Context: an optimization exercise on an open-source flow, tuned for small area, a short achievable clock period and few clock cycles. The choices shown serve that exercise and are no tape-out recipe.
In this exercise RTL edits were held to simulation tests only and were not proved equivalent to the original.

==> flow/design.v, too long to show whole: its modules and the start of the top module <==
// module yuvb_add: 30 lines
// module yuvb_lt: 27 lines
// module yuvb_queue: 73 lines
// module yuvb_front: 159 lines
// module yuvb_ysum: 327 lines
// module yuvb_usum: 115 lines
// module yuvb_vsum: 77 lines
// module yuvb_axis: 64 lines
// module yuvb_back: 147 lines
// module yuv_box_nearest_color_classifier: 100 lines
module yuv_box_nearest_color_classifier (
    input  logic        i_clk,
    input  logic        i_rst_n,
    input  logic        i_req_valid,
    output logic        o_req_ready,
    input  logic        i_req_operation,
    input  logic [3:0]  i_req_entry,
    input  logic [9:0]  i_req_y_min,
    input  logic [9:0]  i_req_y_max,
    input  logic [9:0]  i_req_u_min,
    input  logic [9:0]  i_req_u_max,
    input  logic [9:0]  i_req_v_min,
    input  logic [9:0]  i_req_v_max,
    input  logic [7:0]  i_req_red,
    input  logic [7:0]  i_req_green,
    input  logic [7:0]  i_req_blue,
    output logic        o_res_valid,
    input  logic        i_res_ready,
    output logic [3:0]  o_res_class_index,
    input  logic        i_cfg_wr_en,
    input  logic [0:0]  i_cfg_index,
    input  logic [11:0] i_cfg_wdata
);
  // ...
==> flow/run.sh <==
#!/bin/bash
# synth_recipe.tcl (not shown) runs the flow's synth.tcl, then flattens the netlist and writes it again
# the make line also repeats each setting of config.mk as NAME=value (left out here)
make -C /OpenROAD-flow-scripts/flow DESIGN_CONFIG=/design/flow/config.mk WORK_HOME=/design/flow/orfs CLKGATE_MAP_FILE= SYNTH_SCRIPT=/design/flow/synth_recipe.tcl finish
==> flow/config.mk <==
export PLATFORM = sky130hd
export DESIGN_NAME = yuv_box_nearest_color_classifier
export DESIGN_NICKNAME = yuv_box_nearest_color_classifier
export VERILOG_FILES = /design/flow/design.v
export SDC_FILE = /design/flow/constraint.sdc
export NUM_CORES = 4
export LEC_CHECK = 0
export CAP_MARGIN = 20
export CORE_MARGIN = 2
export CORE_UTILIZATION = 40
export SETUP_SLACK_MARGIN = 5
export SLEW_MARGIN = 20
==> flow/constraint.sdc <==
create_clock -name core_clock -period 13.5 [get_ports {i_clk}]
set_input_delay 2.7000 -clock core_clock [delete_from_list [all_inputs] [get_ports {i_clk}]]
set_output_delay 2.7000 -clock core_clock [all_outputs]
set_load 0.01 [all_outputs]
==> flow_summary.yaml, run 1 <==
logic_synthesis:
  synth-seq-area-share_pct: 29.08
  synth.area.mux_share_pct: 4.144
  ys_types: 113
  yosys_warnings: 27
  synth_xor_area_share_pct: 4.955
timing:
  setup_ws_ps: 4734
  finalClockSkew_ps: 89.19
  finalSetupViolations: 0
  finalMaxSlewViolations: 0
  clock.fmax_mhz: 114.1
worst_setup_path:
  cp_num_buf_inv: 3
  end_kind: "flop"
  r2r_start: "u_front.r5_p[0]$_DFF_P_"
  reg2regPathDepth: 42
  rrSetupSlack_ps: 4730
clock_tree:
  hold_buffers: 0
  cts_setup_buffers: 61
  cts_buffers: 221
  post_cts_resized: 252
  ctsHtreeMaxLevel: 4
global_routing:
  busiest_layer: "met2"
  antenna_found_initial: 82
  grt_max_degree: 61
  gr-usage-met2_pct: 41.42
  grt_pass1_wl_um: 760100
  met1_usage_pct: 31.26
hold_path:
  hp-start: "u_back.rB_k[4][2]$_DFF_P_"
  hold_path_end: "u_back.rC_k4[2]$_DFF_P_"
finish:
  regMostFlops: "u_back.g_box.tab"
  layout.cells.non_filler: 22940
  seqCellArea_mm2: 0.04597
floorplanning:
  fp.dieH_um: 632.2
  fp.dieW_um: 632.2
  ios: 113
status:
  status: "complete, no violations"
Testbench counts, summed over its fixed seeds: cycles 2,816.
==> module yuvb_queue, before the edit <==
module yuvb_queue (
    input  logic       i_clk,
    input  logic       i_rst_n,
    input  logic       i_req_valid,
    input  logic       i_req_operation,
    output logic       o_req_ready,
    output logic       o_accept,
    input  logic       i_in_valid,
    input  logic [3:0] i_in_class,
    output logic       o_res_valid,
    input  logic       i_res_ready,
    output logic [3:0] o_res_class_index
);
    localparam int CR = yuvb_pkg::CREDITS;
    localparam int QD = CR - 1;
    localparam int CW = yuvb_pkg::CNT_W;
    localparam int DL = yuvb_pkg::RES_DELAY;
    logic          r_ready;
    logic [CW-1:0] r_cnt, w_cnt;
    logic          w_pop;
    assign o_accept = i_req_valid && r_ready;
    assign w_pop    = o_res_valid && i_res_ready;
    assign w_cnt    = r_cnt + CW'(o_accept && i_req_operation) - CW'(w_pop);
    always_ff @(posedge i_clk) begin
        if (!i_rst_n) begin
            r_cnt   <= '0;
            r_ready <= 1'b1;
        end else begin
            r_cnt   <= w_cnt;
            r_ready <= (w_cnt < CW'(CR));
        end
    end
    assign o_req_ready = r_ready;
    logic [DL-1:0] r_dv;
    logic [3:0]    r_dc [0:DL-1];
    logic          w_in_v;
    logic [3:0]    w_in_c;
    always_ff @(posedge i_clk) begin
        if (!i_rst_n) r_dv <= '0;
        else          r_dv <= {r_dv[DL-2:0], i_in_valid};
        r_dc[0] <= i_in_class;
        for (int k = 1; k < DL; k++) r_dc[k] <= r_dc[k-1];
    end
    assign w_in_v = r_dv[DL-1];
    assign w_in_c = r_dc[DL-1];
    logic [3:0]    r_q [0:QD-1];
    logic [CW-1:0] r_wr, r_rd, r_qn;
    logic       r_out_v;
    logic [3:0] r_out;
    logic       w_load_out, w_from_q, w_push;
    assign w_load_out = !r_out_v || i_res_ready;
    assign w_from_q   = w_load_out && (r_qn != '0);
    assign w_push     = w_in_v && !(w_load_out && (r_qn == '0));
    always_ff @(posedge i_clk) begin
        if (!i_rst_n) begin
            r_out_v <= 1'b0;
            r_wr    <= '0;
            r_rd    <= '0;
            r_qn    <= '0;
        end else begin
            if (w_load_out) r_out_v <= (r_qn != '0) || w_in_v;
            if (w_push) r_wr <= (r_wr == CW'(QD - 1)) ? '0 : r_wr + 1'b1;
            if (w_from_q) r_rd <= (r_rd == CW'(QD - 1)) ? '0 : r_rd + 1'b1;
            r_qn <= r_qn + CW'(w_push) - CW'(w_from_q);
        end
    end
    always_ff @(posedge i_clk) begin
        if (w_load_out) r_out <= (r_qn != '0) ? r_q[r_rd] : w_in_c;
        if (w_push) r_q[r_wr] <= w_in_c;
    end
    assign o_res_valid       = r_out_v;
    assign o_res_class_index = r_out;
endmodule
==> module yuvb_front, before the edit <==
module yuvb_front (
    input  logic        i_clk,
    input  logic        i_rst_n,
    input  logic        i_accept,
    input  logic        i_req_operation,
    input  logic [3:0]  i_req_entry,
    input  logic [9:0]  i_req_y_min,
    input  logic [9:0]  i_req_y_max,
    input  logic [9:0]  i_req_u_min,
    input  logic [9:0]  i_req_u_max,
    input  logic [9:0]  i_req_v_min,
    input  logic [9:0]  i_req_v_max,
    input  logic [7:0]  i_req_red,
    input  logic [7:0]  i_req_green,
    input  logic [7:0]  i_req_blue,
    output logic        o_load,    
    output logic        o_cls,     
    output logic [3:0]  o_entry,
    output logic [29:0] o_x1,      
    output logic [29:0] o_x2,
    output logic [2:0]  o_ne,      
    output logic [11:0] o_m,       
    output logic [11:0] o_lm,      
    output logic [29:0] o_p,       
    output logic [11:0] o_pm       
);
    logic        r1_v, r1_op;
    logic [3:0]  r1_ent;
    logic [29:0] r1_lo, r1_hi;
    logic [7:0]  r1_r, r1_g, r1_b;
    always_ff @(posedge i_clk) begin
        if (!i_rst_n) r1_v <= 1'b0;
        else          r1_v <= i_accept;
        r1_op  <= i_req_operation;
        r1_ent <= i_req_entry;
        r1_lo  <= {i_req_v_min, i_req_u_min, i_req_y_min};
        r1_hi  <= {i_req_v_max, i_req_u_max, i_req_y_max};
        r1_r   <= i_req_red;
        r1_g   <= i_req_green;
        r1_b   <= i_req_blue;
    end
    logic [25:0] w_ys, w_yc;
    yuvb_ysum u_ysum (.i_r(r1_r), .i_g(r1_g), .i_b(r1_b), .o_s(w_ys), .o_c(w_yc));
    logic        r2_v, r2_op;
    logic [3:0]  r2_ent;
    logic [29:0] r2_lo, r2_hi;
    logic [7:0]  r2_r, r2_b;
    logic [25:0] r2_ys, r2_yc;
    always_ff @(posedge i_clk) begin
        if (!i_rst_n) r2_v <= 1'b0;
        else          r2_v <= r1_v;
        r2_op  <= r1_op;
        r2_ent <= r1_ent;
        r2_lo  <= r1_lo;
        r2_hi  <= r1_hi;
        r2_r   <= r1_r;
        r2_b   <= r1_b;
        r2_ys  <= w_ys;
        r2_yc  <= w_yc;
    end
    logic [25:0] w_ysum;
    logic [7:0]  w_y;
    logic [8:0]  w_r146;
    logic        w_vlow;
    yuvb_add #(.N(26)) u_yadd (.i_a(r2_ys), .i_b(r2_yc), .i_ci(1'b0), .o_s(w_ysum));
    assign w_y    = w_ysum[25:18];
    assign w_r146 = {1'b0, r2_r} + 9'd146;
    yuvb_lt #(.N(9)) u_vlow (.i_a({1'b0, w_y}), .i_b(w_r146), .o_lt(w_vlow));
    logic        r3_v, r3_op;
    logic [3:0]  r3_ent;
    logic [29:0] r3_lo, r3_hi;
    logic [7:0]  r3_r, r3_b, r3_y;
    logic [3:0]  r3_pmy;
    logic        r3_corr;
    always_ff @(posedge i_clk) begin
        if (!i_rst_n) r3_v <= 1'b0;
        else          r3_v <= r2_v;
        r3_op   <= r2_op;
        r3_ent  <= r2_ent;
        r3_lo   <= r2_lo;
        r3_hi   <= r2_hi;
        r3_r    <= r2_r;
        r3_b    <= r2_b;
        r3_y    <= w_y;
        r3_pmy  <= yuvb_pkg::f_mod10({3'b0, w_y});
        r3_corr <= !w_vlow;
    end
    logic [21:0] w_us, w_uc, w_usum;
    logic [19:0] w_vs, w_vc, w_vsum;
    yuvb_usum u_usum (.i_b(r3_b), .i_ny(~r3_y), .o_s(w_us), .o_c(w_uc));
    yuvb_vsum u_vsum (.i_r(r3_r), .i_ny(~r3_y), .i_corr(r3_corr), .o_s(w_vs), .o_c(w_vc));
    yuvb_add #(.N(22)) u_uadd (.i_a(w_us), .i_b(w_uc), .i_ci(1'b0), .o_s(w_usum));
    yuvb_add #(.N(20)) u_vadd (.i_a(w_vs), .i_b(w_vc), .i_ci(1'b0), .o_s(w_vsum));
    logic        r4_v, r4_op;
    logic [3:0]  r4_ent;
    logic [29:0] r4_lo, r4_hi;
    logic [7:0]  r4_y, r4_u;
    logic [9:0]  r4_vv;
    logic [3:0]  r4_pmy;
    always_ff @(posedge i_clk) begin
        if (!i_rst_n) r4_v <= 1'b0;
        else          r4_v <= r3_v;
        r4_op  <= r3_op;
        r4_ent <= r3_ent;
        r4_lo  <= r3_lo;
        r4_hi  <= r3_hi;
        r4_y   <= r3_y;
        r4_u   <= w_usum[21:14];
        r4_vv  <= w_vsum[18:9];
        r4_pmy <= r3_pmy;
    end
    logic [2:0]  w_ne;
    logic [29:0] w_x1, w_x2;
    logic [11:0] w_lm, w_m;
    for (genvar a = 0; a < 3; a++) begin : g_ax
        logic [9:0] lo, hi;
        logic [3:0] hm;
        logic [4:0] md;
        assign lo = r4_lo[a*10 +: 10];
        assign hi = r4_hi[a*10 +: 10];
        assign w_ne[a] = $signed(lo) <= $signed(hi);
        assign w_x1[a*10 +: 10] = w_ne[a] ? lo : hi;
        assign w_x2[a*10 +: 10] = w_ne[a] ? hi : lo;
        assign w_lm[a*4 +: 4] = yuvb_pkg::f_mod10({lo[9], lo} + 11'd520);
        assign hm = yuvb_pkg::f_mod10({hi[9], hi} + 11'd520);
        assign md = {1'b0, hm} - {1'b0, w_lm[a*4 +: 4]};
        assign w_m[a*4 +: 4] = md[4] ? md[3:0] + 4'd10 : md[3:0];
    end
    logic        r5_v, r5_op;
    logic [3:0]  r5_ent;
    logic [29:0] r5_x1, r5_x2, r5_p;
    logic [2:0]  r5_ne;
    logic [11:0] r5_m, r5_lm, r5_pm;
    always_ff @(posedge i_clk) begin
        if (!i_rst_n) r5_v <= 1'b0;
        else          r5_v <= r4_v;
        r5_op  <= r4_op;
        r5_ent <= r4_ent;
        r5_ne  <= w_ne;
        r5_x1  <= w_x1;
        r5_x2  <= w_x2;
        r5_m   <= w_m;
        r5_lm  <= w_lm;
        r5_p   <= {r4_vv, 2'b0, r4_u, 2'b0, r4_y};
        r5_pm  <= {yuvb_pkg::f_mod10({r4_vv[9], r4_vv} + 11'd520),
                   yuvb_pkg::f_mod10({3'b0, r4_u}),
                   r4_pmy};
    end
    assign o_load  = r5_v && !r5_op && (r5_ent < 4'd10);
    assign o_cls   = r5_v && r5_op;
    assign o_entry = r5_ent;
    assign o_x1    = r5_x1;
    assign o_x2    = r5_x2;
    assign o_ne    = r5_ne;
    assign o_m     = r5_m;
    assign o_lm    = r5_lm;
    assign o_p     = r5_p;
    assign o_pm    = r5_pm;
endmodule
==> module yuvb_axis, before the edit <==
module yuvb_axis (
    input  logic [9:0] i_p,
    input  logic [9:0] i_x1,
    input  logic [9:0] i_x2,
    input  logic       i_ne,
    input  logic [3:0] i_m,
    input  logic [3:0] i_lm,
    input  logic [3:0] i_pm,
    output logic [9:0] o_op,    
    output logic [3:0] o_c,
    output logic [3:0] o_h,
    output logic       o_inx    
);
    logic [10:0] a, w;
    logic below, above, tail, a_small, w_small, near1, wz, nlt;
    logic [3:0] din, as, ws, fs;
    logic [4:0] t, tw;
    logic [3:0] r;
    yuvb_add #(.N(11)) u_a (.i_a({i_p[9], i_p}), .i_b(~{i_x1[9], i_x1}), .i_ci(1'b1), .o_s(a));
    yuvb_add #(.N(11)) u_w (.i_a({i_p[9], i_p}), .i_b(~{i_x2[9], i_x2}), .i_ci(1'b1), .o_s(w));
    yuvb_lt #(.N(11)) u_near (.i_a({w[10], ~w[9:0]}), .i_b({~a[10], a[9:0]}), .o_lt(nlt));
    assign near1 = !nlt;
    assign below = a[10];
    assign wz    = (w == 11'd0);
    assign above = !w[10] && !wz;
    assign o_inx = !below && !above;
    assign tw   = {1'b0, w[3:0]} + {1'b0, i_m};
    assign tail = wz || ((w[10:4] == 7'h7f) && tw[4]);
    assign t    = {1'b0, i_pm} - {1'b0, i_lm};
    assign r    = t[4] ? 4'(t + 5'd10) : t[3:0];
    always_comb begin
        if (tail)          din = tw[3:0];
        else if (r > 4'd5) din = 4'd10 - r;
        else               din = r;
    end
    assign a_small = (a[10:4] == 7'd0);
    assign w_small = ((w[10:4] == 7'h7f) && (w[3:0] != 4'd0)) || wz;
    assign as = a_small ? a[3:0] : 4'hf;
    assign ws = w_small ? 4'(-w[3:0]) : 4'hf;
    assign fs = (as < ws) ? as : ws;
    always_comb begin
        if (below) begin
            o_op = ~a[9:0];
            o_c  = 4'd1;
            o_h  = 4'd0;
        end else if (above) begin
            o_op = w[9:0];
            o_c  = i_ne ? i_m : 4'd0;
            o_h  = i_m;
        end else if (i_ne) begin
            o_op = {6'd0, din};
            o_c  = 4'd0;
            o_h  = (din > fs) ? din - fs : 4'd0;
        end else if (near1 || wz) begin
            o_op = a[9:0] & {10{!wz}};
            o_c  = 4'd0;
            o_h  = 4'd0;
        end else begin
            o_op = ~w[9:0];
            o_c  = 4'd1;
            o_h  = 4'd0;
        end
    end
endmodule
==> module yuvb_back, before the edit <==
module yuvb_back (
    input  logic        i_clk,
    input  logic        i_rst_n,
    input  logic [11:0] i_limit,
    input  logic        i_nearest,
    input  logic        i_load,
    input  logic        i_cls,
    input  logic [3:0]  i_entry,
    input  logic [29:0] i_x1,
    input  logic [29:0] i_x2,
    input  logic [2:0]  i_ne,
    input  logic [11:0] i_m,
    input  logic [11:0] i_lm,
    input  logic [29:0] i_p,
    input  logic [11:0] i_pm,
    output logic        o_res_valid,
    output logic [3:0]  o_res_class
);
    localparam int NC = yuvb_pkg::NUM_COLORS;
    localparam int KW = yuvb_pkg::KEY_W;
    localparam int TW = 87;
    logic [TW-1:0] w_wdata;
    assign w_wdata = {i_ne, i_m, i_lm, i_x2, i_x1};
    logic          rA_v;
    logic [11:0]   rA_s  [0:NC-1];
    logic [3:0]    rA_h  [0:NC-1];
    logic [NC-1:0] rA_in, rA_el;
    for (genvar e = 0; e < NC; e++) begin : g_box
        logic [TW-1:0] tab;
        logic [29:0] x1, x2, op;
        logic [11:0] m, lm, c, h;
        logic [2:0]  ne, inx;
        logic [3:0]  hm;
        logic [11:0] s1, k1, s2, k2, s3, k3, sum;
        logic        w_in, any;
        always_ff @(posedge i_clk) begin
            if (i_load && (i_entry == 4'(e))) tab <= w_wdata;
        end
        assign x1 = tab[29:0];
        assign x2 = tab[59:30];
        assign lm = tab[71:60];
        assign m  = tab[83:72];
        assign ne = tab[86:84];
        for (genvar a = 0; a < 3; a++) begin : g_ax
            yuvb_axis u_axis (
                .i_p   (i_p[a*10 +: 10]),
                .i_x1  (x1[a*10 +: 10]),
                .i_x2  (x2[a*10 +: 10]),
                .i_ne  (ne[a]),
                .i_m   (m[a*4 +: 4]),
                .i_lm  (lm[a*4 +: 4]),
                .i_pm  (i_pm[a*4 +: 4]),
                .o_op  (op[a*10 +: 10]),
                .o_c   (c[a*4 +: 4]),
                .o_h   (h[a*4 +: 4]),
                .o_inx (inx[a])
            );
        end
        logic [11:0] o0, o1, o2, c3;
        assign o0 = {2'd0, op[9:0]};
        assign o1 = {2'd0, op[19:10]};
        assign o2 = {2'd0, op[29:20]};
        assign s1 = o0 ^ o1 ^ o2;
        assign k1 = ((o0 & o1) | (o0 & o2) | (o1 & o2)) << 1;
        assign s2 = {8'd0, c[3:0] ^ c[7:4] ^ c[11:8]};
        assign k2 = {8'd0, (c[3:0] & c[7:4]) | (c[3:0] & c[11:8]) | (c[7:4] & c[11:8])} << 1;
        assign s3 = s1 ^ k1 ^ s2;
        assign k3 = ((s1 & k1) | (s1 & s2) | (k1 & s2)) << 1;
        assign c3 = ((s3 & k3) | (s3 & k2) | (k3 & k2)) << 1;
        yuvb_add #(.N(12)) u_sum (.i_a(s3 ^ k3 ^ k2), .i_b(c3), .i_ci(1'b0), .o_s(sum));
        always_comb begin
            hm = h[3:0];
            if (h[7:4] > hm)  hm = h[7:4];
            if (h[11:8] > hm) hm = h[11:8];
            if (!(ne[0] && ne[1] && ne[2])) hm = 4'd0;
        end
        assign w_in = ne[0] && ne[1] && ne[2] && inx[0] && inx[1] && inx[2];
        assign any  = (ne[0] && ne[1]) || (ne[0] && ne[2]) || (ne[1] && ne[2]);
        always_ff @(posedge i_clk) begin
            rA_s[e]  <= sum;
            rA_h[e]  <= hm;
            rA_in[e] <= w_in;
            rA_el[e] <= i_nearest && any;
        end
    end
    always_ff @(posedge i_clk) begin
        if (!i_rst_n) rA_v <= 1'b0;
        else          rA_v <= i_cls;
    end
    logic [KW-1:0] w_key [0:NC-1];
    for (genvar e = 0; e < NC; e++) begin : g_key
        logic [11:0] dd;
        yuvb_add #(.N(12)) u_dd (.i_a(rA_s[e]), .i_b(~{8'd0, rA_h[e]}), .i_ci(1'b1), .o_s(dd));
        assign w_key[e] = rA_in[e] ? '0 : rA_el[e] ? {1'b1, dd} : '1;
    end
    logic          rB_v;
    logic [KW-1:0] rB_k [0:4];
    logic [4:0]    rB_i;
    for (genvar n = 0; n < 5; n++) begin : g_l1
        logic lt, rt;
        yuvb_lt #(.N(KW)) u_lt (.i_a(w_key[2*n+1]), .i_b(w_key[2*n]), .o_lt(lt));
        assign rt = lt || (w_key[2*n+1] == '0);
        always_ff @(posedge i_clk) begin
            rB_k[n] <= rt ? w_key[2*n+1] : w_key[2*n];
            rB_i[n] <= rt;
        end
    end
    always_ff @(posedge i_clk) begin
        if (!i_rst_n) rB_v <= 1'b0;
        else          rB_v <= rA_v;
    end
    logic [KW-1:0] k2 [0:1];
    logic [3:0]    i2 [0:1];
    for (genvar n = 0; n < 2; n++) begin : g_l2
        logic lt, rt;
        yuvb_lt #(.N(KW)) u_lt (.i_a(rB_k[2*n+1]), .i_b(rB_k[2*n]), .o_lt(lt));
        assign rt = lt || (rB_k[2*n+1] == '0);
        assign k2[n] = rt ? rB_k[2*n+1] : rB_k[2*n];
        assign i2[n] = rt ? 4'(4*n + 2 + rB_i[2*n+1]) : 4'(4*n + rB_i[2*n]);
    end
    logic lt3, rt3;
    yuvb_lt #(.N(KW)) u_lt3 (.i_a(k2[1]), .i_b(k2[0]), .o_lt(lt3));
    assign rt3 = lt3 || (k2[1] == '0);
    logic          rC_v;
    logic [KW-1:0] rC_k3, rC_k4;
    logic [3:0]    rC_i3;
    logic          rC_i4;
    always_ff @(posedge i_clk) begin
        if (!i_rst_n) rC_v <= 1'b0;
        else          rC_v <= rB_v;
        rC_k3 <= rt3 ? k2[1] : k2[0];
        rC_i3 <= rt3 ? i2[1] : i2[0];
        rC_k4 <= rB_k[4];
        rC_i4 <= rB_i[4];
    end
    logic lt4, rt4, le3, le4, hit;
    yuvb_lt #(.N(KW)) u_lt4 (.i_a(rC_k4), .i_b(rC_k3), .o_lt(lt4));
    assign rt4 = lt4 || (rC_k4 == '0);
    logic gt3, gt4;
    yuvb_lt #(.N(12)) u_le3 (.i_a(i_limit), .i_b(rC_k3[11:0]), .o_lt(gt3));
    yuvb_lt #(.N(12)) u_le4 (.i_a(i_limit), .i_b(rC_k4[11:0]), .o_lt(gt4));
    assign le3 = (rC_k3 == '0) || ((rC_k3 != '1) && !gt3);
    assign le4 = (rC_k4 == '0) || ((rC_k4 != '1) && !gt4);
    assign hit = rt4 ? le4 : le3;
    assign o_res_valid = rC_v;
    assign o_res_class = !hit ? 4'd0 : rt4 ? 4'(8 + rC_i4) : rC_i3;
endmodule
==> module yuv_box_nearest_color_classifier, before the edit <==
module yuv_box_nearest_color_classifier (
    input  logic        i_clk,
    input  logic        i_rst_n,
    input  logic        i_req_valid,
    output logic        o_req_ready,
    input  logic        i_req_operation,
    input  logic [3:0]  i_req_entry,
    input  logic [9:0]  i_req_y_min,
    input  logic [9:0]  i_req_y_max,
    input  logic [9:0]  i_req_u_min,
    input  logic [9:0]  i_req_u_max,
    input  logic [9:0]  i_req_v_min,
    input  logic [9:0]  i_req_v_max,
    input  logic [7:0]  i_req_red,
    input  logic [7:0]  i_req_green,
    input  logic [7:0]  i_req_blue,
    output logic        o_res_valid,
    input  logic        i_res_ready,
    output logic [3:0]  o_res_class_index,
    input  logic        i_cfg_wr_en,
    input  logic [0:0]  i_cfg_index,
    input  logic [11:0] i_cfg_wdata
);
    logic [11:0] r_limit;
    logic        r_nearest;
    always_ff @(posedge i_clk) begin
        if (!i_rst_n) begin
            r_limit   <= '0;
            r_nearest <= 1'b1;
        end else if (i_cfg_wr_en) begin
            if (i_cfg_index == 1'b0) r_limit   <= i_cfg_wdata;
            else                     r_nearest <= i_cfg_wdata[0];
        end
    end
    logic        w_accept;
    logic        w_load, w_cls;
    logic [3:0]  w_entry;
    logic [29:0] w_x1, w_x2, w_p;
    logic [2:0]  w_ne;
    logic [11:0] w_m, w_lm, w_pm;
    logic        w_res_v;
    logic [3:0]  w_res_class;
    yuvb_queue u_queue (
        .i_clk             (i_clk),
        .i_rst_n           (i_rst_n),
        .i_req_valid       (i_req_valid),
        .i_req_operation   (i_req_operation),
        .o_req_ready       (o_req_ready),
        .o_accept          (w_accept),
        .i_in_valid        (w_res_v),
        .i_in_class        (w_res_class),
        .o_res_valid       (o_res_valid),
        .i_res_ready       (i_res_ready),
        .o_res_class_index (o_res_class_index)
    );
    yuvb_front u_front (
        .i_clk           (i_clk),
        .i_rst_n         (i_rst_n),
        .i_accept        (w_accept),
        .i_req_operation (i_req_operation),
        .i_req_entry     (i_req_entry),
        .i_req_y_min     (i_req_y_min),
        .i_req_y_max     (i_req_y_max),
        .i_req_u_min     (i_req_u_min),
        .i_req_u_max     (i_req_u_max),
        .i_req_v_min     (i_req_v_min),
        .i_req_v_max     (i_req_v_max),
        .i_req_red       (i_req_red),
        .i_req_green     (i_req_green),
        .i_req_blue      (i_req_blue),
        .o_load          (w_load),
        .o_cls           (w_cls),
        .o_entry         (w_entry),
        .o_x1            (w_x1),
        .o_x2            (w_x2),
        .o_ne            (w_ne),
        .o_m             (w_m),
        .o_lm            (w_lm),
        .o_p             (w_p),
        .o_pm            (w_pm)
    );
    yuvb_back u_back (
        .i_clk       (i_clk),
        .i_rst_n     (i_rst_n),
        .i_limit     (r_limit),
        .i_nearest   (r_nearest),
        .i_load      (w_load),
        .i_cls       (w_cls),
        .i_entry     (w_entry),
        .i_x1        (w_x1),
        .i_x2        (w_x2),
        .i_ne        (w_ne),
        .i_m         (w_m),
        .i_lm        (w_lm),
        .i_p         (w_p),
        .i_pm        (w_pm),
        .o_res_valid (w_res_v),
        .o_res_class (w_res_class)
    );
endmodule
==> inputs of run 2 (changes only) <==
--- a/flow/design.v
+++ b/flow/design.v
@@ -3,4 +3,4 @@
     localparam int KEY_W      = 13;
-    localparam int RES_DELAY  = 5;
-    localparam int CREDITS    = 16;
+    localparam int IDLE_HOLD  = 6;
+    localparam int CREDITS    = 12;
     localparam int CNT_W      = 5;
@@ -95,3 +95,2 @@
     localparam int CW = yuvb_pkg::CNT_W;
-    localparam int DL = yuvb_pkg::RES_DELAY;
     logic          r_ready;
@@ -112,14 +111,18 @@
     assign o_req_ready = r_ready;
-    logic [DL-1:0] r_dv;
-    logic [3:0]    r_dc [0:DL-1];
-    logic          w_in_v;
-    logic [3:0]    w_in_c;
+    logic [2:0] r_idle;
+    logic       w_release;
     always_ff @(posedge i_clk) begin
-        if (!i_rst_n) r_dv <= '0;
-        else          r_dv <= {r_dv[DL-2:0], i_in_valid};
-        r_dc[0] <= i_in_class;
-        for (int k = 1; k < DL; k++) r_dc[k] <= r_dc[k-1];
+        if (!i_rst_n || o_accept)                   r_idle <= '0;
+        else if (r_idle != 3'(yuvb_pkg::IDLE_HOLD)) r_idle <= r_idle + 1'b1;
     end
-    assign w_in_v = r_dv[DL-1];
-    assign w_in_c = r_dc[DL-1];
+    logic w_acc_cls;
+    assign w_acc_cls = o_accept && i_req_operation;
+    assign w_release = (r_cnt >= CW'(3))
+                    || ((r_cnt == CW'(2)) && (!w_pop || w_acc_cls))
+                    || ((r_cnt == CW'(1)) && w_acc_cls && !w_pop)
+                    || ((r_idle == 3'(yuvb_pkg::IDLE_HOLD)) && !o_accept);
+    logic          w_in_v;
+    logic [3:0]    w_in_c;
+    assign w_in_v = i_in_valid;
+    assign w_in_c = i_in_class;
     logic [3:0]    r_q [0:QD-1];
@@ -129,3 +132,3 @@
     logic       w_load_out, w_from_q, w_push;
-    assign w_load_out = !r_out_v || i_res_ready;
+    assign w_load_out = (!r_out_v || i_res_ready) && w_release;
     assign w_from_q   = w_load_out && (r_qn != '0);
@@ -139,3 +142,4 @@
         end else begin
-            if (w_load_out) r_out_v <= (r_qn != '0) || w_in_v;
+            if (w_load_out)       r_out_v <= (r_qn != '0) || w_in_v;
+            else if (i_res_ready) r_out_v <= 1'b0;
             if (w_push) r_wr <= (r_wr == CW'(QD - 1)) ? '0 : r_wr + 1'b1;
@@ -176,2 +180,3 @@
     output logic [29:0] o_p,       
+    output logic [29:0] o_pn,      
     output logic [11:0] o_pm       
@@ -224,3 +229,2 @@
     logic [7:0]  r3_r, r3_b, r3_y;
-    logic [3:0]  r3_pmy;
     logic        r3_corr;
@@ -236,3 +240,2 @@
         r3_y    <= w_y;
-        r3_pmy  <= yuvb_pkg::f_mod10({3'b0, w_y});
         r3_corr <= !w_vlow;
@@ -251,2 +254,8 @@
     logic [3:0]  r4_pmy;
+    logic [11:0] r4_lm, r4_hm;
+    logic [11:0] w_lm4, w_hm4;
+    for (genvar a = 0; a < 3; a++) begin : g_res
+        assign w_lm4[a*4 +: 4] = yuvb_pkg::f_mod10({r3_lo[a*10+9], r3_lo[a*10 +: 10]} + 11'd520);
+        assign w_hm4[a*4 +: 4] = yuvb_pkg::f_mod10({r3_hi[a*10+9], r3_hi[a*10 +: 10]} + 11'd520);
+    end
     always_ff @(posedge i_clk) begin
@@ -261,3 +270,5 @@
         r4_vv  <= w_vsum[18:9];
-        r4_pmy <= r3_pmy;
+        r4_pmy <= yuvb_pkg::f_mod10({3'b0, r3_y});
+        r4_lm  <= w_lm4;
+        r4_hm  <= w_hm4;
     end
@@ -275,4 +286,4 @@
         assign w_x2[a*10 +: 10] = w_ne[a] ? hi : lo;
-        assign w_lm[a*4 +: 4] = yuvb_pkg::f_mod10({lo[9], lo} + 11'd520);
-        assign hm = yuvb_pkg::f_mod10({hi[9], hi} + 11'd520);
+        assign w_lm[a*4 +: 4] = r4_lm[a*4 +: 4];
+        assign hm = r4_hm[a*4 +: 4];
         assign md = {1'b0, hm} - {1'b0, w_lm[a*4 +: 4]};
@@ -282,3 +293,3 @@
     logic [3:0]  r5_ent;
-    logic [29:0] r5_x1, r5_x2, r5_p;
+    logic [29:0] r5_x1, r5_x2, r5_p, r5_pn;
     logic [2:0]  r5_ne;
@@ -296,2 +307,3 @@
         r5_p   <= {r4_vv, 2'b0, r4_u, 2'b0, r4_y};
+        r5_pn  <= ~{r4_vv, 2'b0, r4_u, 2'b0, r4_y};
         r5_pm  <= {yuvb_pkg::f_mod10({r4_vv[9], r4_vv} + 11'd520),
@@ -309,2 +321,3 @@
     assign o_p     = r5_p;
+    assign o_pn    = r5_pn;
     assign o_pm    = r5_pm;
@@ -844,5 +857,6 @@
     logic [10:0] a, w;
-    logic below, above, tail, a_small, w_small, near1, wz, nlt;
-    logic [3:0] din, as, ws, fs;
-    logic [4:0] t, tw;
+    logic below, above, near1, wz, nlt, w16, tail, hq;
+    logic [3:0] q, din, tr;
+    logic [4:0] m2q;
+    logic [4:0] t;
     logic [3:0] r;
@@ -856,16 +870,12 @@
     assign o_inx = !below && !above;
-    assign tw   = {1'b0, w[3:0]} + {1'b0, i_m};
-    assign tail = wz || ((w[10:4] == 7'h7f) && tw[4]);
+    assign w16  = ((w[10:4] == 7'h7f) && (w[3:0] != 4'd0)) || wz;
+    assign q    = 4'(-w[3:0]);
+    assign tail = w16 && (q <= i_m);
     assign t    = {1'b0, i_pm} - {1'b0, i_lm};
     assign r    = t[4] ? 4'(t + 5'd10) : t[3:0];
-    always_comb begin
-        if (tail)          din = tw[3:0];
-        else if (r > 4'd5) din = 4'd10 - r;
-        else               din = r;
-    end
-    assign a_small = (a[10:4] == 7'd0);
-    assign w_small = ((w[10:4] == 7'h7f) && (w[3:0] != 4'd0)) || wz;
-    assign as = a_small ? a[3:0] : 4'hf;
-    assign ws = w_small ? 4'(-w[3:0]) : 4'hf;
-    assign fs = (as < ws) ? as : ws;
+    assign tr   = (r > 4'd5) ? 4'd10 - r : r;
+    assign din  = tail ? i_m - q : tr;
+    assign m2q  = {1'b0, i_m} - {1'b0, q[2:0], 1'b0};
+    assign hq   = w16 && (q < 4'd5) && !m2q[4] && (m2q != 5'd0)
+               && ((a[10:3] != 8'd0) || (a[2:0] >= q[2:0]));
     always_comb begin
@@ -882,3 +892,3 @@
             o_c  = 4'd0;
-            o_h  = (din > fs) ? din - fs : 4'd0;
+            o_h  = hq ? m2q[3:0] : 4'd0;
         end else if (near1 || wz) begin
@@ -908,2 +918,3 @@
     input  logic [29:0] i_p,
+    input  logic [29:0] i_pn,      
     input  logic [11:0] i_pm,
@@ -918,4 +929,5 @@
     logic          rA_v;
-    logic [11:0]   rA_s  [0:NC-1];
-    logic [3:0]    rA_h  [0:NC-1];
+    logic [29:0]   rA_op [0:NC-1];    
+    logic [11:0]   rA_c  [0:NC-1];
+    logic [11:0]   rA_h  [0:NC-1];    
     logic [NC-1:0] rA_in, rA_el;
@@ -923,8 +935,6 @@
         logic [TW-1:0] tab;
-        logic [29:0] x1, x2, op;
+        logic [29:0] x1, x2, op, px;
         logic [11:0] m, lm, c, h;
         logic [2:0]  ne, inx;
-        logic [3:0]  hm;
-        logic [11:0] s1, k1, s2, k2, s3, k3, sum;
-        logic        w_in, any;
+        logic        w_in, any, full;
         always_ff @(posedge i_clk) begin
@@ -937,5 +947,6 @@
         assign ne = tab[86:84];
+        assign px = (e < NC / 2) ? i_p : ~i_pn;
         for (genvar a = 0; a < 3; a++) begin : g_ax
             yuvb_axis u_axis (
-                .i_p   (i_p[a*10 +: 10]),
+                .i_p   (px[a*10 +: 10]),
                 .i_x1  (x1[a*10 +: 10]),
@@ -952,25 +963,9 @@
         end
-        logic [11:0] o0, o1, o2, c3;
-        assign o0 = {2'd0, op[9:0]};
-        assign o1 = {2'd0, op[19:10]};
-        assign o2 = {2'd0, op[29:20]};
-        assign s1 = o0 ^ o1 ^ o2;
-        assign k1 = ((o0 & o1) | (o0 & o2) | (o1 & o2)) << 1;
-        assign s2 = {8'd0, c[3:0] ^ c[7:4] ^ c[11:8]};
-        assign k2 = {8'd0, (c[3:0] & c[7:4]) | (c[3:0] & c[11:8]) | (c[7:4] & c[11:8])} << 1;
-        assign s3 = s1 ^ k1 ^ s2;
-        assign k3 = ((s1 & k1) | (s1 & s2) | (k1 & s2)) << 1;
-        assign c3 = ((s3 & k3) | (s3 & k2) | (k3 & k2)) << 1;
-        yuvb_add #(.N(12)) u_sum (.i_a(s3 ^ k3 ^ k2), .i_b(c3), .i_ci(1'b0), .o_s(sum));
-        always_comb begin
-            hm = h[3:0];
-            if (h[7:4] > hm)  hm = h[7:4];
-            if (h[11:8] > hm) hm = h[11:8];
-            if (!(ne[0] && ne[1] && ne[2])) hm = 4'd0;
-        end
-        assign w_in = ne[0] && ne[1] && ne[2] && inx[0] && inx[1] && inx[2];
+        assign full = ne[0] && ne[1] && ne[2];
+        assign w_in = full && inx[0] && inx[1] && inx[2];
         assign any  = (ne[0] && ne[1]) || (ne[0] && ne[2]) || (ne[1] && ne[2]);
         always_ff @(posedge i_clk) begin
-            rA_s[e]  <= sum;
-            rA_h[e]  <= hm;
+            rA_op[e] <= op;
+            rA_c[e]  <= c;
+            rA_h[e]  <= h & {12{full}};
             rA_in[e] <= w_in;
@@ -983,18 +978,35 @@
     end
-    logic [KW-1:0] w_key [0:NC-1];
-    for (genvar e = 0; e < NC; e++) begin : g_key
-        logic [11:0] dd;
-        yuvb_add #(.N(12)) u_dd (.i_a(rA_s[e]), .i_b(~{8'd0, rA_h[e]}), .i_ci(1'b1), .o_s(dd));
-        assign w_key[e] = rA_in[e] ? '0 : rA_el[e] ? {1'b1, dd} : '1;
-    end
     logic          rB_v;
-    logic [KW-1:0] rB_k [0:4];
-    logic [4:0]    rB_i;
-    for (genvar n = 0; n < 5; n++) begin : g_l1
-        logic lt, rt;
-        yuvb_lt #(.N(KW)) u_lt (.i_a(w_key[2*n+1]), .i_b(w_key[2*n]), .o_lt(lt));
-        assign rt = lt || (w_key[2*n+1] == '0);
+    logic [KW-1:0] rB_k [0:NC-1];
+    for (genvar e = 0; e < NC; e++) begin : g_key
+        logic [11:0] o0, o1, o2, o3, o4, o5, o6, s1, k1, s2, k2, s3, k3, s4, k4, s5, k5, dd;
+        logic [3:0]  h0, h1, h2, hm;
+        logic        g01, g02, g12;
+        assign h0  = rA_h[e][3:0];
+        assign h1  = rA_h[e][7:4];
+        assign h2  = rA_h[e][11:8];
+        assign g01 = h0 >= h1;
+        assign g02 = h0 >= h2;
+        assign g12 = h1 >= h2;
+        assign hm  = (g01 && g02) ? h0 : (!g01 && g12) ? h1 : h2;
+        assign o0 = {2'd0, rA_op[e][9:0]};
+        assign o1 = {2'd0, rA_op[e][19:10]};
+        assign o2 = {2'd0, rA_op[e][29:20]};
+        assign o3 = {8'd0, rA_c[e][3:0]};
+        assign o4 = {8'd0, rA_c[e][7:4]};
+        assign o5 = {8'd0, rA_c[e][11:8]};
+        assign o6 = ~{8'd0, hm};
+        assign s1 = o0 ^ o1 ^ o2;
+        assign k1 = ((o0 & o1) | (o0 & o2) | (o1 & o2)) << 1;
+        assign s2 = o3 ^ o4 ^ o5;
+        assign k2 = ((o3 & o4) | (o3 & o5) | (o4 & o5)) << 1;
+        assign s3 = s1 ^ k1 ^ s2;
+        assign k3 = ((s1 & k1) | (s1 & s2) | (k1 & s2)) << 1;
+        assign s4 = s3 ^ k3 ^ k2;
+        assign k4 = ((s3 & k3) | (s3 & k2) | (k3 & k2)) << 1;
+        assign s5 = s4 ^ k4 ^ o6;
+        assign k5 = ((s4 & k4) | (s4 & o6) | (k4 & o6)) << 1;
+        yuvb_add #(.N(12)) u_dd (.i_a(s5), .i_b(k5), .i_ci(1'b1), .o_s(dd));
         always_ff @(posedge i_clk) begin
-            rB_k[n] <= rt ? w_key[2*n+1] : w_key[2*n];
-            rB_i[n] <= rt;
+            rB_k[e] <= rA_in[e] ? '0 : rA_el[e] ? {1'b1, dd} : '1;
         end
@@ -1005,18 +1017,33 @@
     end
-    logic [KW-1:0] k2 [0:1];
-    logic [3:0]    i2 [0:1];
-    for (genvar n = 0; n < 2; n++) begin : g_l2
-        logic lt, rt;
+    function automatic logic f_right(input logic lt, input logic [KW-1:0] kr);
+        f_right = lt || (kr == '0);
+    endfunction
+    logic [KW-1:0] k1 [0:4];
+    logic [4:0]    i1;
+    for (genvar n = 0; n < 5; n++) begin : g_l1
+        logic lt;
         yuvb_lt #(.N(KW)) u_lt (.i_a(rB_k[2*n+1]), .i_b(rB_k[2*n]), .o_lt(lt));
-        assign rt = lt || (rB_k[2*n+1] == '0);
-        assign k2[n] = rt ? rB_k[2*n+1] : rB_k[2*n];
-        assign i2[n] = rt ? 4'(4*n + 2 + rB_i[2*n+1]) : 4'(4*n + rB_i[2*n]);
-    end
-    logic lt3, rt3;
-    yuvb_lt #(.N(KW)) u_lt3 (.i_a(k2[1]), .i_b(k2[0]), .o_lt(lt3));
-    assign rt3 = lt3 || (k2[1] == '0);
+        assign i1[n] = f_right(lt, rB_k[2*n+1]);
+        assign k1[n] = i1[n] ? rB_k[2*n+1] : rB_k[2*n];
+    end
+    logic [4:0] le1;
+    for (genvar n = 0; n < 5; n++) begin : g_le
+        logic gt;
+        yuvb_lt #(.N(12)) u_le (.i_a(i_limit), .i_b(k1[n][11:0]), .o_lt(gt));
+        assign le1[n] = (k1[n] == '0) || ((k1[n] != '1) && !gt);
+    end
     logic          rC_v;
-    logic [KW-1:0] rC_k3, rC_k4;
-    logic [3:0]    rC_i3;
-    logic          rC_i4;
+    logic [KW-1:0] rC_k [0:2];
+    logic [3:0]    rC_i [0:2];
+    logic [2:0]    rC_le;
+    for (genvar n = 0; n < 2; n++) begin : g_l2
+        logic lt, rt;
+        yuvb_lt #(.N(KW)) u_lt (.i_a(k1[2*n+1]), .i_b(k1[2*n]), .o_lt(lt));
+        assign rt = f_right(lt, k1[2*n+1]);
+        always_ff @(posedge i_clk) begin
+            rC_k[n] <= rt ? k1[2*n+1] : k1[2*n];
+            rC_i[n] <= rt ? 4'(4*n + 2 + i1[2*n+1]) : 4'(4*n + i1[2*n]);
+            rC_le[n] <= rt ? le1[2*n+1] : le1[2*n];
+        end
+    end
     always_ff @(posedge i_clk) begin
@@ -1024,18 +1051,21 @@
         else          rC_v <= rB_v;
-        rC_k3 <= rt3 ? k2[1] : k2[0];
-        rC_i3 <= rt3 ? i2[1] : i2[0];
-        rC_k4 <= rB_k[4];
-        rC_i4 <= rB_i[4];
-    end
-    logic lt4, rt4, le3, le4, hit;
-    yuvb_lt #(.N(KW)) u_lt4 (.i_a(rC_k4), .i_b(rC_k3), .o_lt(lt4));
-    assign rt4 = lt4 || (rC_k4 == '0);
-    logic gt3, gt4;
-    yuvb_lt #(.N(12)) u_le3 (.i_a(i_limit), .i_b(rC_k3[11:0]), .o_lt(gt3));
-    yuvb_lt #(.N(12)) u_le4 (.i_a(i_limit), .i_b(rC_k4[11:0]), .o_lt(gt4));
-    assign le3 = (rC_k3 == '0) || ((rC_k3 != '1) && !gt3);
-    assign le4 = (rC_k4 == '0) || ((rC_k4 != '1) && !gt4);
-    assign hit = rt4 ? le4 : le3;
+        rC_k[2] <= k1[4];
+        rC_i[2] <= 4'(8 + i1[4]);
+        rC_le[2] <= le1[4];
+    end
+    logic [2:0] le;
+    assign le = rC_le;
+    logic lt3, rt3, lt4, rt4;
+    logic [KW-1:0] k3;
+    yuvb_lt #(.N(KW)) u_lt3 (.i_a(rC_k[1]), .i_b(rC_k[0]), .o_lt(lt3));
+    assign rt3 = f_right(lt3, rC_k[1]);
+    assign k3  = rt3 ? rC_k[1] : rC_k[0];
+    yuvb_lt #(.N(KW)) u_lt4 (.i_a(rC_k[2]), .i_b(k3), .o_lt(lt4));
+    assign rt4 = f_right(lt4, rC_k[2]);
+    logic       hit;
+    logic [3:0] idx;
+    assign hit = rt4 ? le[2] : rt3 ? le[1] : le[0];
+    assign idx = rt4 ? rC_i[2] : rt3 ? rC_i[1] : rC_i[0];
     assign o_res_valid = rC_v;
-    assign o_res_class = !hit ? 4'd0 : rt4 ? 4'(8 + rC_i4) : rC_i3;
+    assign o_res_class = hit ? idx : 4'd0;
 endmodule
@@ -1078,3 +1108,3 @@
     logic [3:0]  w_entry;
-    logic [29:0] w_x1, w_x2, w_p;
+    logic [29:0] w_x1, w_x2, w_p, w_pn;
     logic [2:0]  w_ne;
@@ -1120,2 +1150,3 @@
         .o_p             (w_p),
+        .o_pn            (w_pn),
         .o_pm            (w_pm)
@@ -1136,2 +1167,3 @@
         .i_p         (w_p),
+        .i_pn        (w_pn),
         .i_pm        (w_pm),
--- a/flow/config.mk
+++ b/flow/config.mk
@@ -9,3 +9,3 @@
 export CORE_MARGIN = 2
-export CORE_UTILIZATION = 40
+export CORE_UTILIZATION = 50
 export SETUP_SLACK_MARGIN = 5
==> run 2 against run 1 <==
The layout now fails its checks (antenna violations). Design area increased by 2.3%. First-iteration DRC count decreased by 9.0%. Non-clock buffer count decreased by 263. Via count increased by 0.60%. Critical endpoint is now u_back.rA_op[6][10]$_DFF_P_.
==> flow_summary.yaml, run 2 <==
drt:
  first_pass_iters: 9
  drt-met1-wl_um: 220600
  drtIter0Drc: 11170
  met2_length_um: 237900
  wl_per_cell_um: 23.45
  post_drt_via_cell_ratio: 5.756
  ant_nets: 1
  routed_wl_um: 527300
  dr_total_vias: 129500
  dr_wl_met3_um: 36200
  topRoutingLayerUsed: "met5"
  drc: 0
hold_path:
  hold_depth: 0
  hp-start: "u_front.r4_pmy[2]$_DFF_P_"
  hold_path_end: "u_front.r5_pm[2]$_DFF_P_"
  hold_path.class: "flop to flop"
worst_setup_path:
  r2r-end: "u_back.rA_op[6][10]$_DFF_P_"
  path_class: "flop to flop"
  worstPathRequired_ps: 14330
  reg2regPathDepth: 19
  rrSetupSlack_ps: 7650
  end_kind: "flop"
  cp_data_arrival_time_ps: 6680
  critPathMaxFanout: 15
  r2r_start: "u_front.r5_pn[10]$_DFF_P_"
  start_kind: "flop"
floorplanning:
  fp.dieW_um: 580.9
  ios: 113
  dieArea_mm2: 0.3374
  fp.coreArea_mm2: 0.3308
  start_util_pct: 50.31
  fp.dieH_um: 580.9
  rows: 211
logic_synthesis:
  synth_nets: 20580
  synth-seq-area-share_pct: 33.08
  ys_ff_latch: 2291
  synth_area_mm2: 0.1664
  ys_types: 108
  synth_edf_count: 918
  yosysMostFrequentCell: "inv_1"
  yosys-top-cells-count: "2712 x inv_1, 2308 x ha_1, 1373 x dfxtp_1, 1193 x a21oi_1, 1127 x nor2_1"
  yosys_warnings: 28
  synthArstFlopShare_pct: 0
  syn_area_per_cell_um2: 9.480
  synth_cells: 17550
  ys.flop_type: "dfxtp_1"
  yosysTopAreaCellShare_pct: 17.35
  synth.area.top_cells: "ha_1 17%, edfxtp_1 17%, dfxtp_1 17%, fa_1 7.3%, inv_1 6.1%"
  synth.largest_area_cell: "ha_1"
timing:
  clock.fmax_mhz: 171.0
  setup_ws_ps: 7654
  min_period_ps: 5846
  finalSetupViolations: 0
  tightestPinTransition_ps: 1322
  finalMaxSlewViolations: 0
  finalHoldViolations: 0
  slew_headroom_pct: 11.54
  finalClockSkew_ps: 46.74
  rsz0062_at_grt: "false"
  min_period_over_period_pct: 43.31
  fin_tns_setup_ps: 0
clock_tree:
  hold_buffers: 0
  cts.sinks: 2291
  ctsHtreeMaxLevel: 5
  cts-root-buf: "clkbuf_16"
  cts_buffers: 273
  clk_latency_ps: 930
  cts_buffer_depth: 4
  cts_tree: "yes"
  path_clk_slew_ps: 60
  post_cts_resized: 0
  cts_setup_buffers: 0
finish:
  final_common_cell: "inv_1"
  syn_to_final_growth_pct: 9.928
  fin_area_mm2: 0.1829
  layout_common_cells: "2712 x inv_1, 2308 x ha_1, 1336 x dfxtp_1, 1193 x a21oi_1, 1118 x nor2_1"
  drive_gt1_share_pct: 5.694
  regMostFlops: "u_back.g_box.tab"
  reg_top3: "u_back.g_box.tab: 870 flops, u_back.rA_op: 300 flops, u_back.rB_k: 130 flops"
  largest_reg_flops: 870
  final_nets: 20860
placement:
  dpl.hpwl_um: 404500
  numPortBuffers: 112
  placed_area_mm2: 0.1734
  dp_slack_ps: 7201
  gp_congestion: 1.014
global_routing:
  first_global_vias: 122900
  antenna_found_initial: 98
  grt_usage_pct: 30.56
  grt_pass1_wl_um: 775600
  grt_max_degree: 65
  grt_overflow_total: 0
status:
  status: "failed layout checks"
  failed_checks: "antenna violations"
job:
  maxCapViolations: 0
==> run 2: per-layer routing <==
metal	global-route usage [%]	up-vias
li1	-	62520
met1	39.86	61610
met2	49.13	4338
met3	3.818	973
met4	17.08	8
met5	0	-
==> run 2: area by class of cell <==
type | instances | area (um2)
Antenna cell | 71 | 177.7
Clock buffer | 354 | 7851
Clock inverter | 142 | 1499
Fill cell | 29810 | 147900
Inverter | 2726 | 10230
Multi-Input combinational cell | 12260 | 100200
Sequential cell | 2291 | 55100
Tap cell | 4366 | 5463
Timing Repair Buffer | 282 | 2397
==> run 2: logic make-up (layout without fill, tap and decap cells) <==
logic type                 Yosys count  in the layout  synth area share, %
xor gates and xnor gates           831            831                4.374
muxes                              453            453                2.967
DFF                               2291           2291                33.08
AOI/OAI and AO/OA                 4194           4194                16.57
and+or+nand+nor                   3863           3863                11.54
other                                0             71                    0
adders and majority gates         2918           2918                24.69
buffers and inverters             3004           3504                6.787
==> run 2: stage by stage <==
stage / hold WS [ps] / utilization (%) / cells
2_1_floorplan: 309.6 / - / 17550
3_3_place_gp: 310.0 / 52.41 / 21920
3_5_place_dp: 312.1 / 52.41 / 21920
4_1_cts: 317.8 / 55.24 / 22420
5_1_grt: 314.1 / 55.27 / 22450
6_report: 317.7 / 55.30 / 22490
==> run 2: critical path, stage by stage (launching register included) <==
cell and delay, ps:
dfxtp_1 800, ha_1 270, inv_1 70, fa_1 450, a21o_1 170, a21oi_1 210
o21ai_0 160, o41ai_1 510, nor2_1 120, or2_2 390, inv_1 390, ha_1 340
a211oi_1 240, o211ai_1 110, a31oi_1 270, buf_4 270, mux2_2 350, o311ai_0 300
a21oi_1 80, a311oi_1 260
==> run 2: worst max path at each step <==
stage / cells after the start / start / slack, ps / end
2_1_floorplan: 3 / u_front.r5_op$_DFF_P_ / 6160 / u_back.g_box[0].tab[0]$_DFFE_PP_
3_3_place_gp: 16 / i_req_valid / 7220 / u_queue.r_qn[4]$_SDFF_PN0_
3_5_place_dp: 16 / i_req_valid / 7200 / u_queue.r_qn[4]$_SDFF_PN0_
4_1_cts: 15 / u_front.r5_p[1]$_DFF_P_ / 7540 / u_back.rA_op[2][0]$_DFF_P_
5_1_grt: 19 / u_front.r5_pn[10]$_DFF_P_ / 7160 / u_back.rA_op[6][10]$_DFF_P_
6_report: 19 / u_front.r5_pn[10]$_DFF_P_ / 7650 / u_back.rA_op[6][10]$_DFF_P_
Testbench counts of run 2, summed over its fixed seeds: cycles 2,696.
==> module yuvb_add, before the edit <==
module yuvb_add #(
    parameter int N = 8
) (
    input  logic [N-1:0] i_a,
    input  logic [N-1:0] i_b,
    input  logic         i_ci,
    output logic [N-1:0] o_s
);
    localparam int L = (N > 1) ? $clog2(N) : 1;
    logic [(L+1)*N-1:0] g, p;
    logic [N-1:0] x;
    assign x = i_a ^ i_b;
    always_comb begin
        g[N-1:0] = i_a & i_b;
        p[N-1:0] = x;
        g[0] = g[0] | (x[0] & i_ci);
        for (int l = 1; l <= L; l++) begin
            for (int i = 0; i < N; i++) begin
                if (i >= (1 << (l - 1))) begin
                    g[l*N+i] = g[(l-1)*N+i] | (p[(l-1)*N+i] & g[(l-1)*N+i-(1 << (l - 1))]);
                    p[l*N+i] = p[(l-1)*N+i] & p[(l-1)*N+i-(1 << (l - 1))];
                end else begin
                    g[l*N+i] = g[(l-1)*N+i];
                    p[l*N+i] = p[(l-1)*N+i];
                end
            end
        end
    end
    assign o_s = x ^ {g[L*N +: N-1], i_ci};
endmodule
==> inputs of run 3 (changes only) <==
--- a/flow/design.v
+++ b/flow/design.v
@@ -4,4 +4,4 @@
     localparam int IDLE_HOLD  = 6;
-    localparam int CREDITS    = 12;
-    localparam int CNT_W      = 5;
+    localparam int CREDITS    = 11;
+    localparam int CNT_W      = 4;
     function automatic logic [3:0] f_mod10(input logic [10:0] x);
@@ -38,10 +38,10 @@
         g[0] = g[0] | (x[0] & i_ci);
-        for (int l = 1; l <= L; l++) begin
+        for (int l = 0; l < L; l++) begin
             for (int i = 0; i < N; i++) begin
-                if (i >= (1 << (l - 1))) begin
-                    g[l*N+i] = g[(l-1)*N+i] | (p[(l-1)*N+i] & g[(l-1)*N+i-(1 << (l - 1))]);
-                    p[l*N+i] = p[(l-1)*N+i] & p[(l-1)*N+i-(1 << (l - 1))];
+                if ((i >> l) & 1) begin
+                    g[(l+1)*N+i] = g[l*N+i] | (p[l*N+i] & g[l*N+(((i >> l) << l) - 1)]);
+                    p[(l+1)*N+i] = p[l*N+i] & p[l*N+(((i >> l) << l) - 1)];
                 end else begin
-                    g[l*N+i] = g[(l-1)*N+i];
-                    p[l*N+i] = p[(l-1)*N+i];
+                    g[(l+1)*N+i] = g[l*N+i];
+                    p[(l+1)*N+i] = p[l*N+i];
                 end
==> flow/flow/run.sh (new file) <==
#!/bin/bash
set -euo pipefail
bash standard.sh SETUP_SLACK_MARGIN=8.5 finish > flow_make.log 2>&1
==> flow/standard.sh (new file) <==
#!/bin/bash
# synth_recipe.tcl (not shown) runs the flow's synth.tcl, then flattens the netlist and writes it again
# the make line also repeats each setting of config.mk as NAME=value (left out here)
make -C /OpenROAD-flow-scripts/flow DESIGN_CONFIG=/design/flow/config.mk WORK_HOME=/design/flow/orfs CLKGATE_MAP_FILE= SYNTH_SCRIPT=/design/flow/synth_recipe.tcl "${@:-finish}"
--- a/flow/config.mk
+++ b/flow/config.mk
@@ -10,3 +10,2 @@
 export CORE_UTILIZATION = 50
-export SETUP_SLACK_MARGIN = 5
 export SLEW_MARGIN = 20
removed: flow/run.sh
==> run 3 against run 2 <==
The run now finishes clean. Worst setup slack improved by 890 ps. Via count down 6.7%. Count of clock-buffer cells in the layout rose by 23. First-iteration DRC count decreased by 3.8%. Final cell count shrank 5.8%. Highest routed layer unchanged. Utilization grew 0.63 points. Non-clock buffer count up 86. Worst hold slack lost 3.3 ps. Routed wire length shrank 2.9%. Global-route usage grew 0.32 points. Fmax grew 18%.
==> flow_summary.yaml, run 3 <==
floorplanning:
  ios: 113
  fp.coreArea_mm2: 0.3204
  dieArea_mm2: 0.3256
  fp.dieH_um: 570.6
  start_util_pct: 50.11
  rows: 208
  fp.dieW_um: 570.6
finish:
  largest_reg_flops: 870
  reg_top3: "u_back.g_box.tab: 870 flops, u_back.rA_op: 300 flops, u_back.rB_k: 130 flops"
  final_common_cell: "inv_1"
  regMostFlops: "u_back.g_box.tab"
  final_nets: 19760
  fin_area_mm2: 0.1792
  syn_to_final_growth_pct: 11.61
  layout_common_cells: "2639 x inv_1, 2260 x ha_1, 1316 x dfxtp_1, 914 x edfxtp_1, 889 x nor2_1"
  drive_gt1_share_pct: 7.752
logic_synthesis:
  synthArstFlopShare_pct: 0
  synth_area_mm2: 0.1605
  yosysTopAreaCellShare_pct: 17.65
  synth.largest_area_cell: "ha_1"
  yosysMostFrequentCell: "inv_1"
  ys_types: 110
  ys.flop_type: "dfxtp_1"
  synth-seq-area-share_pct: 34.17
  synth_nets: 19390
  synth.area.top_cells: "ha_1 18%, edfxtp_1 17%, dfxtp_1 17%, fa_1 9.8%, inv_1 6.2%"
  synth_edf_count: 914
  yosys-top-cells-count: "2662 x inv_1, 2265 x ha_1, 1369 x dfxtp_1, 917 x a21oi_1, 914 x edfxtp_1"
  syn_area_per_cell_um2: 9.888
  yosys_warnings: 28
  ys_ff_latch: 2283
  synth_cells: 16240
job:
  maxCapViolations: 0
timing:
  finalSetupViolations: 0
  finalMaxSlewViolations: 0
  finalClockSkew_ps: 49.10
  min_period_over_period_pct: 36.71
  finalHoldViolations: 0
  slew_headroom_pct: 16.29
  min_period_ps: 4956
  rsz0062_at_grt: "true"
  fin_tns_setup_ps: 0
  tightestPinTransition_ps: 1244
  clock.fmax_mhz: 201.8
hold_path:
  hp-start: "u_front.r1_lo[2]$_DFF_P_"
  hold_path_end: "u_front.r2_lo[2]$_DFF_P_"
  hold_depth: 0
  hold_path.class: "flop to flop"
drt:
  first_pass_iters: 8
  drtIter0Drc: 10740
  wl_per_cell_um: 24.17
  routed_wl_um: 512200
  ant_nets: 0
  dr_total_vias: 120800
  drc: 0
  post_drt_via_cell_ratio: 5.701
placement:
  placed_area_mm2: 0.1673
  numPortBuffers: 112
  gp_congestion: 0.9729
  dpl.hpwl_um: 398900
status:
  status: "complete, no violations"
worst_setup_path:
  r2r-end: "u_back.rB_k[4][7]$_SDFF_PP0_"
  end_kind: "flop"
  critPathMaxFanout: 5
  path_class: "flop to flop"
  rrSetupSlack_ps: 8540
  cp_data_arrival_time_ps: 5670
  reg2regPathDepth: 20
  worstPathRequired_ps: 14210
  start_kind: "flop"
  r2r_start: "u_back.rA_h[4][0]$_DFF_P_"
global_routing:
  met1_usage_pct: 39.32
  grt_pass1_wl_um: 745200
  antenna_found_initial: 97
  grt_overflow_total: 0
  grt_max_degree: 59
  busiest_layer: "met2"
  gr-usage-met2_pct: 49.41
  grt_use_met3_pct: 3.779
  first_global_vias: 115100
  grt_usage_pct: 30.88
clock_tree:
  ctsHtreeMaxLevel: 5
  cts-root-buf: "clkbuf_16"
  cts_buffers: 273
  hold_buffers: 0
  path_clk_slew_ps: 60
  cts.sinks: 2283
  cts_buffer_depth: 4
  cts_tree: "yes"
  clk_latency_ps: 940
-- run 3: changes by cell type after synthesis, moves of 54 or more --
cell and delta:
nor3_1 -62, nor2b_1 -57, o21a_1 -61, xnor2_1 -148, mux2i_1 -60, a21oi_1 -276, o21ai_0 -133, xor2_1 +54
nor2_1 -228, fa_1 +173
-- run 3: per-stage QoR --
stage	setup WS (ps)	cells	utilization [%]	hold slack, ps
2_1_floorplan	8378	16240	-	309.6
3_3_place_gp	7532	20530	52.20	309.8
3_5_place_dp	7626	20530	52.21	312.1
4_1_cts	8332	21040	55.32	317.5
5_1_grt	8291	21160	55.91	320.3
6_report	8544	21190	55.93	314.4
-- run 3: worst max-delay path, cell delays in order, from the launching register on --
cell	delay, ps
dfxtp_1	400
inv_1	90
ha_1	260
nand2b_1	150
a21o_1	180
a21o_1	180
a21oi_1	220
nor2_2	110
or2_2	330
nor2_1	150
a221oi_2	60
ha_1	370
fa_1	420
a21o_1	190
a21o_1	160
a21o_1	190
a21oi_2	200
nor2b_1	60
nor2_1	130
xor2_1	100
a21oi_1	760
-- run 3: cells by family after synthesis --
kind of cell	synth area share [%]
and+or+nand+nor	10.01
AOI/OAI and AO/OA	14.86
DFF	34.17
xor gates and xnor gates	4.041
muxes	2.582
adders and majority gates	27.40
buffers and inverters	6.929
-- run 3: cell type report --
| class | count | area (um2) |
|---|---|---|
| fill | 28460 | 141200 |
| multi-input combinational | 11000 | 96070 |
| sequential | 2283 | 54950 |
| inverter | 2681 | 10160 |
| clock buffer | 377 | 8088 |
| tap | 4305 | 5386 |
| timing repair buffer | 368 | 3095 |
| clock inverter | 123 | 1286 |
| antenna | 52 | 130.1 |
| timing repair inverter | 2 | 12.51 |
-- run 3: timing repair --
action | 4_1_cts | 5_1_grt
gates resized for setup | 125 | 255
pin swaps | 11 | 56
buffers inserted | 16 | 93
cloned | 0 | 5
endpoints found under the setup margin | 314 | 397
-- run 3: worst max-delay path by stage --
| stage | start | end | cells past startpoint |
|---|---|---|---|
| after detailed placement | u_front.r5_pn[22]$_DFF_P_ | u_back.rA_op[5][23]$_DFF_P_ | 18 |
| after global placement | u_front.r5_pn[22]$_DFF_P_ | u_back.rA_op[5][23]$_DFF_P_ | 18 |
| after floorplan | u_front.r5_op$_DFF_P_ | u_back.g_box[5].tab[0]$_DFFE_PP_ | 3 |
| after global routing | u_front.r5_pn[21]$_DFF_P_ | u_back.rA_op[5][23]$_DFF_P_ | 18 |
| final | u_back.rA_h[4][0]$_DFF_P_ | u_back.rB_k[4][7]$_SDFF_PP0_ | 20 |
| after CTS | u_front.r5_pn[20]$_DFF_P_ | u_back.rA_op[5][23]$_DFF_P_ | 19 |
-- run 3: per-layer routing --
| layer | wire [um] | up-vias | share of wire [%] |
|---|---|---|---|
| li1 | - | 57500 | - |
| met1 | 206700 | 58060 | 40 |
| met2 | 232000 | 4246 | 45 |
| met3 | 34130 | 1001 | 6.7 |
| met4 | 39280 | 6 | 7.7 |
| met5 | 36 | - | 0.0070 |
Testbench counts of run 3, summed over its fixed seeds: cycles 2,696.
==> inputs of run 4 (changes only) <==
==> flow/flow/run.sh (replaced) <==
#!/bin/bash
set -euo pipefail
bash standard.sh SETUP_SLACK_MARGIN=9 finish > flow_make.log 2>&1
==> run 4 against run 3 <==
Critical path depth shrank 1. Highest routed layer unchanged. Non-clock buffer count grew 388. Die area is the same. Synthesized area is the same. Design area grew 5.1%.
==> flow_summary.yaml, run 4 <==
finish:
  final_common_cell: "inv_1"
  largest_reg_flops: 870
  postLayoutCoreUtil_pct: 58.79
logic_synthesis:
  ys.flop_type: "dfxtp_1"
  synth_nets: 19390
  yosys-top-cells-count: "2662 x inv_1, 2265 x ha_1, 1369 x dfxtp_1, 917 x a21oi_1, 914 x edfxtp_1"
  ys_types: 110
  synth-seq-area-share_pct: 34.17
  synth_cells: 16240
  yosysMostFrequentCell: "inv_1"
  ys_ff_latch: 2283
clock_tree:
  cts.sinks: 2283
  hold_buffers: 0
  path_clk_slew_ps: 60
  cts_tree: "yes"
  cts-root-buf: "clkbuf_16"
drt:
  dr_total_vias: 123600
  post_drt_via_cell_ratio: 5.712
  first_pass_iters: 8
  drc: 0
  drtIter0Drc: 11440
timing:
  fin_tns_setup_ps: 0
  finalClockSkew_ps: 58.75
  whs_ps: 307.2
  min_period_over_period_pct: 34.65
  tightestPinTransition_ps: 1283
worst_setup_path:
  worstPathRequired_ps: 14270
  crit_top_cell: "fa_1"
  cp_data_arrival_time_ps: 5450
  path_class: "flop to flop"
  slowest_stage: "fa_1"
  path_cells: "inv_2 -> fa_1 -> inv_1 -> fa_1 -> fa_1 -> inv_1 -> fa_1 -> inv_2 -> ha_4 -> a21o_1 -> a21o_1 -> a21o_1 -> a21oi_2 -> o21ai_2 -> buf_4 -> inv_2 -> fa_2 -> xor2_2 -> a21oi_4"
  slowest_delay_ps: 520
  cp_num_buf_inv: 6
floorplanning:
  fp.dieW_um: 570.6
  rows: 208
hold_path:
  hold_path.class: "flop to flop"
  hold_depth: 0
  hp-start: "u_front.r1_lo[8]$_DFF_P_"
global_routing:
  grt_pass1_wl_um: 754100
  antenna_found_initial: 97
  grt_overflow_total: 0
  grt_usage_pct: 31.25
job:
  maxCapViolations: 0
placement:
  numPortBuffers: 112
  gp_congestion: 0.9867
status:
  status: "complete, no violations"
## run 4: cell counts after synthesis
Identical to the previous run, type by type.
## run 4: layer usage
| layer | vias to the layer above | global-route usage [%] | part of all wire, % |
|---|---|---|---|
| met5 | - | 0 | 0.0051 |
| met4 | 4 | 20.51 | 7.7 |
| met3 | 1138 | 4.160 | 7.1 |
| met2 | 4684 | 50.55 | 46 |
| met1 | 59390 | 39.23 | 39 |
| li1 | 58380 | - | - |
## run 4: timing repair
| action | in CTS | in global routing |
|---|---|---|
| setup buffers | 231 | 265 |
| endpoints found under the setup margin | 596 | 540 |
| pin swaps | 241 | 582 |
| gates cloned | 11 | 13 |
| gates resized for setup | 669 | 1006 |
| endpoints found under the hold margin | 0 | 0 |
## run 4: worst reg2reg max path: stages, from the launching register on
cell,delay (ps)
dfxtp_2,320
inv_2,30
fa_1,520
inv_1,50
fa_1,460
fa_1,510
inv_1,50
fa_1,510
inv_2,50
ha_4,250
a21o_1,100
a21o_1,130
a21o_1,130
a21oi_2,70
o21ai_2,200
buf_4,150
inv_2,30
fa_2,390
xor2_2,170
a21oi_4,390
## run 4: stage by stage
stage	setup slack [ps]	cells
6_report	8822	21640
5_1_grt	8695	21610
4_1_cts	8864	21270
3_5_place_dp	7715	20520
3_3_place_gp	7684	20520
2_1_floorplan	8378	16240
## run 4: worst max path at each step
stage | depth (start not counted) | slack (ps) | endpoint
2_1_floorplan | 3 | 8380 | u_back.g_box[5].tab[0]$_DFFE_PP_
3_3_place_gp | 20 | 7680 | u_back.rB_k[4][10]$_SDFF_PP0_
3_5_place_dp | 16 | 7720 | u_back.rA_op[1][16]$_DFF_P_
4_1_cts | 19 | 8860 | u_back.rA_op[5][23]$_DFF_P_
5_1_grt | 21 | 8700 | u_back.rB_k[4][11]$_SDFF_PP0_
6_report | 19 | 8820 | u_back.rB_k[4][9]$_SDFF_PP0_
## run 4: final cells by class
cell class / instances / area [um2] / area share [%]
diodes: 94 / 235.2 / 0.1249
clock buffers: 375 / 8119 / 4.311
clock inverters: 130 / 1419 / 0.7534
inverters: 2681 / 10240 / 5.439
multi-input cells: 11010 / 101100 / 53.70
flip-flops and latches: 2283 / 55170 / 29.29
well taps: 4305 / 5386 / 2.860
repair buffers: 756 / 6595 / 3.502
repair inverters: 5 / 30.03 / 0.01594
## run 4: cells by family after synthesis
| logic type | share of synthesized area, % |
|---|---|
| adder cells (fa/ha/maj) | 27.40 |
| XOR/XNOR | 4.041 |
| AND/OR/NAND/NOR | 10.01 |
| buffers and inverters | 6.929 |
| AO/OA/AOI/OAI | 14.86 |
| flip-flops | 34.17 |
| multiplexers | 2.582 |

==> separate check: timing with driven ports <==
The flow's constraints put no driver on any port. The routed layouts listed below were extracted and timed again, unchanged, in two steps. Step 1 (the two cells are an assumption about what drives the block):
set clk [get_ports {i_clk}]
set_driving_cell -lib_cell sky130_fd_sc_hd__clkbuf_16 $clk
set_driving_cell -lib_cell sky130_fd_sc_hd__buf_2 [delete_from_list [all_inputs] $clk]
Step 2 moves the port delays by t, midway between the first and last clock arrival at a register: inputs arrive t later, outputs are due t later. That takes back most of the time a late clock gives input paths. Slacks: no drivers / after step 1 / after step 2; pairs: no drivers / after step 1.
run	shift t [ns]	setup WS [ns]	latest minus earliest clock arrival (ns)	cell pins on the clock port's net
run 1	1.047	4.734 / 4.734 / 4.734	0.099 / 0.099	1
run 2	1.022	7.654 / 7.654 / 7.122	0.050 / 0.050	1
run 3	1.022	8.544 / 8.544 / 7.939	0.056 / 0.057	1
run 4	1.035	8.822 / 8.822 / 8.213	0.059 / 0.059	1
The setup slack of run 4, which loses most, moves by 0.000 ns with the drivers and by -0.609 ns with both steps.
